This is an optimization exercise on Yosys and OpenROAD, whose aim is small area, not a production implementation.
Only simulation tests tie the RTL to the original design; equivalence was not proved.
Power figures rest on the tool's default switching activity, not on a simulated workload. No driver is modelled on the clock port, so clocking that relies on it looks cheaper here than on a real chip.

==> flow/design.v <==
`default_nettype none
package core_pkg;
   localparam logic [2:0] S_FETCH = 3'd0;   
   localparam logic [2:0] S_WAIT  = 3'd1;   
   localparam logic [2:0] S_RUN   = 3'd2;   
   localparam logic [2:0] S_MEM   = 3'd3;   
   localparam logic [2:0] S_HALT  = 3'd4;
   localparam logic [2:0] K_FINAL = 3'd0;   
   localparam logic [2:0] K_SHAMT = 3'd1;   
   localparam logic [2:0] K_FILL  = 3'd2;   
   localparam logic [2:0] K_CMP   = 3'd3;   
   localparam logic [2:0] K_COND  = 3'd4;   
   localparam logic [2:0] K_ADDR  = 3'd5;   
endpackage
`default_nettype wire
`default_nettype none
module alu (
   input  wire logic [3:0] op,
   input  wire logic [1:0] a,
   input  wire logic [1:0] b,
   input  wire logic [1:0] pc,
   input  wire logic       cin,
   input  wire logic [1:0] sh,
   input  wire logic [1:0] slt,
   output logic      [1:0] result,
   output logic            cout
);
   logic [1:0] w_aa, w_bb, w_sum;
   logic       w_c1;
   assign w_aa = (op == 4'd10) ? pc : a;
   assign w_bb = (op == 4'd1 || op == 4'd7) ? ~b : b;
   assign {w_c1, w_sum[0]} = {1'b0, w_aa[0]} + {1'b0, w_bb[0]} + {1'b0, cin};
   assign {cout, w_sum[1]} = {1'b0, w_aa[1]} + {1'b0, w_bb[1]} + {1'b0, w_c1};
   always_comb begin
      case (op)
         4'd0, 4'd1, 4'd10: result = w_sum;
         4'd2:    result = a & b;
         4'd3:    result = a | b;
         4'd4:    result = a ^ b;
         4'd5, 4'd6: result = sh;
         4'd7:    result = slt;
         4'd8:    result = a;
         4'd9:    result = b;
         default: result = 2'b00;
      endcase
   end
endmodule
`default_nettype wire
`default_nettype none
module core_regfile (
   input  wire logic        clk,
   input  wire logic        we,
   input  wire logic [4:0]  waddr,
   input  wire logic [1:0]  wdata,
   input  wire logic [4:0]  raddr,
   input  wire logic [1:0]  pc_bits,
   output logic      [1:0]  rdata
);
   logic [63:0] w_taps;
   genvar i;
   generate
      for (i = 0; i < 31; i++) begin : g_reg
         logic [31:0] r_q;
         always_ff @(posedge clk) begin
            r_q <= {(we && waddr == 5'(i)) ? wdata : r_q[1:0], r_q[31:2]};
         end
         assign w_taps[2*i +: 2] = r_q[1:0];
      end
   endgenerate
   assign w_taps[63:62] = pc_bits;
   assign rdata = w_taps[{raddr, 1'b0} +: 2];
endmodule
`default_nettype wire
`default_nettype none
module core_v2
#(
   parameter int              XLEN     = 32,
   parameter int              ADDR_W   = 13,
   parameter int              SEL_W    = 2,
   parameter logic [XLEN-1:0] RESET_PC = '0
)(
   input  wire logic  clk,
   input  wire logic  rst,
   output logic              bus_req,
   output logic [ADDR_W-1:0] bus_addr,
   output logic [SEL_W-1:0]  bus_sel,
   output logic [1:0]        bus_op,
   output logic [XLEN-1:0]   bus_wdata,
   input  wire logic         bus_ack,
   input  wire logic [XLEN-1:0] bus_rdata,
   output logic       halted,
   output logic       illegal,
   output logic [XLEN-1:0] pc
);
   logic [3:0]  r_cnt;
   logic [2:0]  r_state;
   logic [1:0]  r_rnd;
   logic [31:0] r_i, r_w, r_pc;
   logic [4:0]  r_sh;
   logic        r_cy, r_cyp, r_flag;
   logic [2:0]  w_type;
   logic [3:0]  w_op;
   logic [4:0]  w_ra, w_rb, w_rc;
   logic        w_alu, w_mem, w_br, w_store, w_load, w_shift, w_slt;
   logic [2:0]  w_kind;
   logic        w_run, w_final, w_last, w_req, w_take;
   logic [4:0]  w_psel;
   logic [1:0]  w_pr, w_a, w_b, w_res, w_wd, w_inc, w_pcin, w_tap, w_shout, w_slt2, w_wfill;
   logic        w_cin, w_cout, w_ci, w_c1, w_we, w_wshift;
   logic [4:0]  w_seff;
   logic [3:0]  w_m;
   logic        w_hold, w_ev, w_od, w_e2, r_prev;
   logic [2:0]  w_ntype;
   assign w_type  = r_i[2:0];
   assign w_op    = r_i[6:3];
   assign w_ra    = r_i[11:7];
   assign w_rb    = r_i[16:12];
   assign w_rc    = r_i[21:17];
   assign w_alu   = (w_type == 3'd1) || (w_type == 3'd2) || (w_type == 3'd3);
   assign w_mem   = (w_type == 3'd4);
   assign w_br    = (w_type == 3'd6);
   assign w_store = w_mem && w_op[0];
   assign w_load  = w_mem && !w_op[0];
   assign w_shift = (w_op == 4'd5) || (w_op == 4'd6);
   assign w_slt   = (w_op == 4'd7);
   always_comb begin
      w_kind = core_pkg::K_FINAL;
      case (w_type)
         3'd1: if (r_rnd == 2'd0) w_kind = w_shift ? core_pkg::K_SHAMT :
                                           w_slt ? core_pkg::K_CMP : core_pkg::K_FINAL;
         3'd2: if (r_rnd == 2'd0) w_kind = w_shift ? core_pkg::K_FILL :
                                           w_slt ? core_pkg::K_CMP : core_pkg::K_FINAL;
         3'd3: begin
            if (r_rnd == 2'd0)      w_kind = w_shift ? core_pkg::K_SHAMT : core_pkg::K_FILL;
            else if (r_rnd == 2'd1) w_kind = w_shift ? core_pkg::K_FILL :
                                             w_slt ? core_pkg::K_CMP : core_pkg::K_FINAL;
         end
         3'd4: if (r_rnd == 2'd0) w_kind = core_pkg::K_ADDR;
               else if (r_rnd == 2'd1) w_kind = core_pkg::K_FILL;
         3'd6: if (r_rnd == 2'd0) w_kind = core_pkg::K_COND;
         default: ;
      endcase
   end
   assign w_run   = (r_state == core_pkg::S_RUN);
   assign w_final = w_run && (w_kind == core_pkg::K_FINAL);
   assign w_last  = (r_cnt == 4'd15);
   always_comb begin
      w_psel = w_rc;
      case (w_kind)
         core_pkg::K_FILL:  w_psel = w_mem ? w_ra : w_rb;
         core_pkg::K_COND:  w_psel = w_ra;
         core_pkg::K_ADDR:  w_psel = w_rb;
         core_pkg::K_SHAMT: w_psel = w_rc;
         default:           w_psel = (w_type == 3'd2 || w_type == 3'd6) ? w_rb : w_rc;
      endcase
   end
   core_regfile u_regfile (
      .clk     (clk),
      .we      (w_we),
      .waddr   (w_ra),
      .wdata   (w_wd),
      .raddr   (w_psel),
      .pc_bits (r_pc[1:0]),
      .rdata   (w_pr)
   );
   always_comb begin
      case (w_type)
         3'd1:    begin w_a = r_w[13:12]; w_b = w_pr;        end
         3'd2:    begin w_a = w_pr;       w_b = r_w[18:17];  end
         default: begin w_a = r_w[1:0];   w_b = w_pr;        end
      endcase
   end
   assign w_seff = (w_type == 3'd2) ? w_rc : r_sh;
   assign w_m    = w_seff[4:1];
   assign w_hold = (w_op == 4'd5) && (r_cnt < w_m);
   always_comb begin
      w_ev = 1'b0; w_od = 1'b0; w_e2 = 1'b0;
      for (int k = 0; k < 16; k++) begin
         if (w_m == 4'(k)) begin
            w_ev = r_w[2*k];
            w_od = r_w[2*k+1];
            w_e2 = (k == 15) ? 1'b0 : r_w[2*k+2];
         end
      end
   end
   always_comb begin
      if (w_op == 4'd6)
         w_shout = w_seff[0] ? {w_e2, w_od} : {w_od, w_ev};
      else if (w_hold)
         w_shout = 2'b00;
      else
         w_shout = w_seff[0] ? {r_w[0], r_prev} : r_w[1:0];
   end
   assign w_slt2 = {1'b0, (r_cnt == 4'd0) ? r_flag : 1'b0};
   assign w_cin  = (r_cnt == 4'd0) ? (w_op == 4'd1 || w_op == 4'd7) : r_cy;
   alu u_alu (
      .op     (w_op),
      .a      (w_a),
      .b      (w_b),
      .pc     (r_pc[1:0]),
      .cin    (w_cin),
      .sh     (w_shout),
      .slt    (w_slt2),
      .result (w_res),
      .cout   (w_cout)
   );
   assign w_wd  = w_mem ? r_w[1:0] : w_res;
   assign w_we  = !rst && w_final && (w_alu || w_load) && (w_ra != 5'd31);
   assign w_ci  = (r_cnt == 4'd0) ? 1'b1 : r_cyp;
   assign w_inc = {r_pc[1] ^ (r_pc[0] & w_ci), r_pc[0] ^ w_ci};
   assign w_c1  = r_pc[1] & r_pc[0] & w_ci;
   always_comb begin
      w_pcin = r_pc[1:0];
      if (w_final) begin
         if ((w_alu || w_load) && w_ra == 5'd31) w_pcin = w_wd;
         else if (w_br && r_flag)                w_pcin = w_pr;
         else                                    w_pcin = w_inc;
      end
   end
   assign w_wshift = w_run && !(w_kind == core_pkg::K_SHAMT && r_cnt > 4'd5) &&
                     !(w_kind == core_pkg::K_FINAL && w_alu && w_hold);
   assign w_wfill  = (w_kind == core_pkg::K_FILL) ? w_pr : 2'b00;
   assign w_req  = (r_state == core_pkg::S_FETCH) || (r_state == core_pkg::S_MEM) ||
                   (w_final && w_last);
   assign w_take = w_req && bus_ack;
   assign bus_req   = w_req && !rst;
   assign bus_addr  = (r_state == core_pkg::S_MEM)   ? r_i[30:18] :
                      (r_state == core_pkg::S_FETCH) ? r_pc[12:0] : r_pc[14:2];
   assign bus_sel   = (r_state == core_pkg::S_MEM) ? r_i[6:5] : 2'b00;
   assign bus_op    = (r_state == core_pkg::S_MEM) ? r_i[4:3] : 2'b00;
   assign bus_wdata = r_w;
   assign w_ntype = bus_rdata[2:0];
   always_ff @(posedge clk) begin
      if (rst) begin
         r_cnt   <= 4'd0;
         r_state <= core_pkg::S_FETCH;
         r_rnd   <= 2'd0;
         r_pc    <= RESET_PC;
      end else begin
         r_cnt <= r_cnt + 4'd1;
         case (r_state)
            core_pkg::S_FETCH: if (bus_ack) begin
               r_rnd   <= 2'd0;
               r_state <= (w_ntype == 3'd5 || w_ntype == 3'd7) ? core_pkg::S_HALT :
                          w_last ? core_pkg::S_RUN : core_pkg::S_WAIT;
            end
            core_pkg::S_WAIT: if (w_last) r_state <= core_pkg::S_RUN;
            core_pkg::S_MEM: if (bus_ack) begin
               r_rnd   <= 2'd3;
               r_state <= w_last ? core_pkg::S_RUN : core_pkg::S_WAIT;
            end
            core_pkg::S_RUN: if (w_last) begin
               if (w_kind == core_pkg::K_FINAL) begin
                  r_rnd <= 2'd0;
                  if (bus_ack)
                     r_state <= (w_ntype == 3'd5 || w_ntype == 3'd7) ? core_pkg::S_HALT :
                                core_pkg::S_RUN;
                  else
                     r_state <= core_pkg::S_FETCH;
               end else if (w_mem && (r_rnd == 2'd1 || !w_store)) begin
                  r_state <= core_pkg::S_MEM;
               end else begin
                  r_rnd <= r_rnd + 2'd1;
               end
            end
            default: ;
         endcase
         if (w_run) r_pc <= {w_pcin, r_pc[31:2]};
      end
   end
   always_ff @(posedge clk) begin
      if (w_take && r_state != core_pkg::S_MEM)
         r_i <= bus_rdata;
      else if (w_run && w_kind == core_pkg::K_ADDR && r_cnt < 4'd7)
         r_i[31:18] <= {w_pr, r_i[31:20]};
      if (w_take)        r_w <= bus_rdata;
      else if (w_wshift) r_w <= {w_wfill, r_w[31:2]};
      if (w_run && w_kind == core_pkg::K_SHAMT) begin
         if (r_cnt == 4'd0) r_sh[1:0] <= w_pr;
         if (r_cnt == 4'd1) r_sh[3:2] <= w_pr;
         if (r_cnt == 4'd2) r_sh[4]   <= w_pr[0];
      end
      r_prev <= w_final && w_wshift && r_w[1];
      r_cy   <= w_cout;
      r_cyp  <= w_c1;
      if (w_run && w_kind == core_pkg::K_CMP && w_last) r_flag <= !w_cout;
      else if (w_run && w_kind == core_pkg::K_COND)
         r_flag <= ((r_cnt == 4'd0) ? 1'b0 : r_flag) | w_pr[0] | w_pr[1];
   end
   assign halted  = (r_state == core_pkg::S_HALT);
   assign illegal = halted && (r_i[2:0] == 3'd7);
   assign pc      = r_pc;
endmodule
`default_nettype wire
clock: 12.0 ns
lec_check: 0
abc_area: 1
cap_margin: 20
core_margin: 2
core_utilization: 60
slew_margin: 20
standard.sh (not shown) runs the stock make flow with config.mk's settings and CLKGATE_MAP_FILE= SYNTH_SCRIPT=/design/flow/synth_recipe.tcl, a recipe that flattens the netlist after the stock synthesis.
==> flow/flow/run.sh <==
#!/bin/bash
# Standard layout (the standard.sh), with two knobs that ORFS reads from the
# environment: port buffers use the smallest buffer cell, and clock tree
# synthesis uses large sink clusters without dummy loads.
set -euo pipefail
export BUFFER_PORTS_ARGS="-buffer_cell sky130_fd_sc_hd__buf_1"
export CTS_ARGS="-sink_clustering_enable -repair_clock_nets -dont_use_dummy_load -sink_clustering_size 36 -sink_clustering_max_diameter 60 -buf_list sky130_fd_sc_hd__clkbuf_16"
bash standard.sh finish > standard_flow.log 2>&1
Next try:
--- a/flow/design.v
+++ b/flow/design.v
@@ -133,29 +133,21 @@
          3'd3: begin
             if (r_rnd == 2'd0)      w_kind = w_shift ? core_pkg::K_SHAMT : core_pkg::K_FILL;
             else if (r_rnd == 2'd1) w_kind = w_shift ? core_pkg::K_FILL :
                                              w_slt ? core_pkg::K_CMP : core_pkg::K_FINAL;
          end
-         3'd4: if (r_rnd == 2'd0) w_kind = core_pkg::K_ADDR;
-               else if (r_rnd == 2'd1) w_kind = core_pkg::K_FILL;
+         3'd4: if (r_rnd == 2'd0)      w_kind = w_store ? core_pkg::K_FILL : core_pkg::K_ADDR;
+               else if (r_rnd == 2'd1) w_kind = core_pkg::K_ADDR;
          3'd6: if (r_rnd == 2'd0) w_kind = core_pkg::K_COND;
          default: ;
       endcase
    end
    assign w_run   = (r_state == core_pkg::S_RUN);
    assign w_final = w_run && (w_kind == core_pkg::K_FINAL);
    assign w_last  = (r_cnt == 4'd15);
-   always_comb begin
-      w_psel = w_rc;
-      case (w_kind)
-         core_pkg::K_FILL:  w_psel = w_mem ? w_ra : w_rb;
-         core_pkg::K_COND:  w_psel = w_ra;
-         core_pkg::K_ADDR:  w_psel = w_rb;
-         core_pkg::K_SHAMT: w_psel = w_rc;
-         default:           w_psel = (w_type == 3'd2 || w_type == 3'd6) ? w_rb : w_rc;
-      endcase
-   end
+   assign w_psel = ((w_type == 3'd1) ||
+                    (r_rnd == 2'd0 && (w_type == 3'd3 || w_type == 3'd6 || w_store))) ? w_rc : w_rb;
    core_regfile u_regfile (
       .clk     (clk),
       .we      (w_we),
       .waddr   (w_ra),
       .wdata   (w_wd),
@@ -165,11 +157,11 @@
    );
    always_comb begin
       case (w_type)
          3'd1:    begin w_a = r_w[13:12]; w_b = w_pr;        end
          3'd2:    begin w_a = w_pr;       w_b = r_w[18:17];  end
-         default: begin w_a = r_w[1:0];   w_b = w_pr;        end
+         default: begin w_a = w_pr;       w_b = r_w[1:0];    end
       endcase
    end
    assign w_seff = (w_type == 3'd2) ? w_rc : r_sh;
    assign w_m    = w_seff[4:1];
    assign w_hold = (w_op == 4'd5) && (r_cnt < w_m);
@@ -216,10 +208,11 @@
          else if (w_br && r_flag)                w_pcin = w_pr;
          else                                    w_pcin = w_inc;
       end
    end
    assign w_wshift = w_run && !(w_kind == core_pkg::K_SHAMT && r_cnt > 4'd5) &&
+                     (w_kind != core_pkg::K_ADDR) &&
                      !(w_kind == core_pkg::K_FINAL && w_alu && w_hold);
    assign w_wfill  = (w_kind == core_pkg::K_FILL) ? w_pr : 2'b00;
    assign w_req  = (r_state == core_pkg::S_FETCH) || (r_state == core_pkg::S_MEM) ||
                    (w_final && w_last);
    assign w_take = w_req && bus_ack;
@@ -255,11 +248,11 @@
                   if (bus_ack)
                      r_state <= (w_ntype == 3'd5 || w_ntype == 3'd7) ? core_pkg::S_HALT :
                                 core_pkg::S_RUN;
                   else
                      r_state <= core_pkg::S_FETCH;
-               end else if (w_mem && (r_rnd == 2'd1 || !w_store)) begin
+               end else if (w_kind == core_pkg::K_ADDR) begin
                   r_state <= core_pkg::S_MEM;
                end else begin
                   r_rnd <= r_rnd + 2'd1;
                end
             end
@@ -268,11 +261,13 @@
          if (w_run) r_pc <= {w_pcin, r_pc[31:2]};
       end
    end
    always_ff @(posedge clk) begin
       if (w_take && r_state != core_pkg::S_MEM)
-         r_i <= bus_rdata;
+         r_i <= {bus_rdata[31:22],
+                 (w_ntype == 3'd4 || w_ntype == 3'd6) ? bus_rdata[11:7] : bus_rdata[21:17],
+                 bus_rdata[16:0]};
       else if (w_run && w_kind == core_pkg::K_ADDR && r_cnt < 4'd7)
          r_i[31:18] <= {w_pr, r_i[31:20]};
       if (w_take)        r_w <= bus_rdata;
       else if (w_wshift) r_w <= {w_wfill, r_w[31:2]};
       if (w_run && w_kind == core_pkg::K_SHAMT) begin
After rerunning:
- area after synthesis is lower by 0.60%
- hold slack hardly moves
- final area goes down by 0.56%
- fmax went down by about 0.4%
- first-iteration DRC count decreases by 8.8%
- core utilization is about the same
- setup slack is worse by 25 ps
- synthesized cell count rose by 0.41%
- critical path depth went down by 16
- routed wire length goes down by 4.0%
- sequential share of layout area came out higher by 0.42 points
- sequential power falls by about 1%
- die area goes down by 0.59%
- global-route usage fell by 0.54 points

-- re-timing with driven ports --
The flow's constraints put no driver on any port. The routed layouts listed below were extracted and timed again, unchanged, in two steps. Step 1 assumes that a clkbuf_16 drives the clock port and a buf_2 every other input. Step 2, shift: input delay + t, output delay - t, t = (earliest + latest rising clock arrival at the registers) / 2. This alone moves slack from input paths to output paths. Three values: ideal ports, drivers, drivers and shift; two values: the first two.
| run | t (ns) | setup slack, ns | latest minus earliest clock arrival (ns) | worst register clock-pin slew, ns | worst slew at a driven data input, ns |
|---|---|---|---|---|---|
| the first run | 0.614 | 6.181 / 6.181 / 6.181 | 0.105 / 0.105 | 0.12 / 0.12 | 0.06 |
| the second run | 0.633 | 6.157 / 6.097 / 6.411 | 0.075 / 0.075 | 0.12 / 0.12 | 0.05 |
After both steps setup and hold are still met in every run listed.
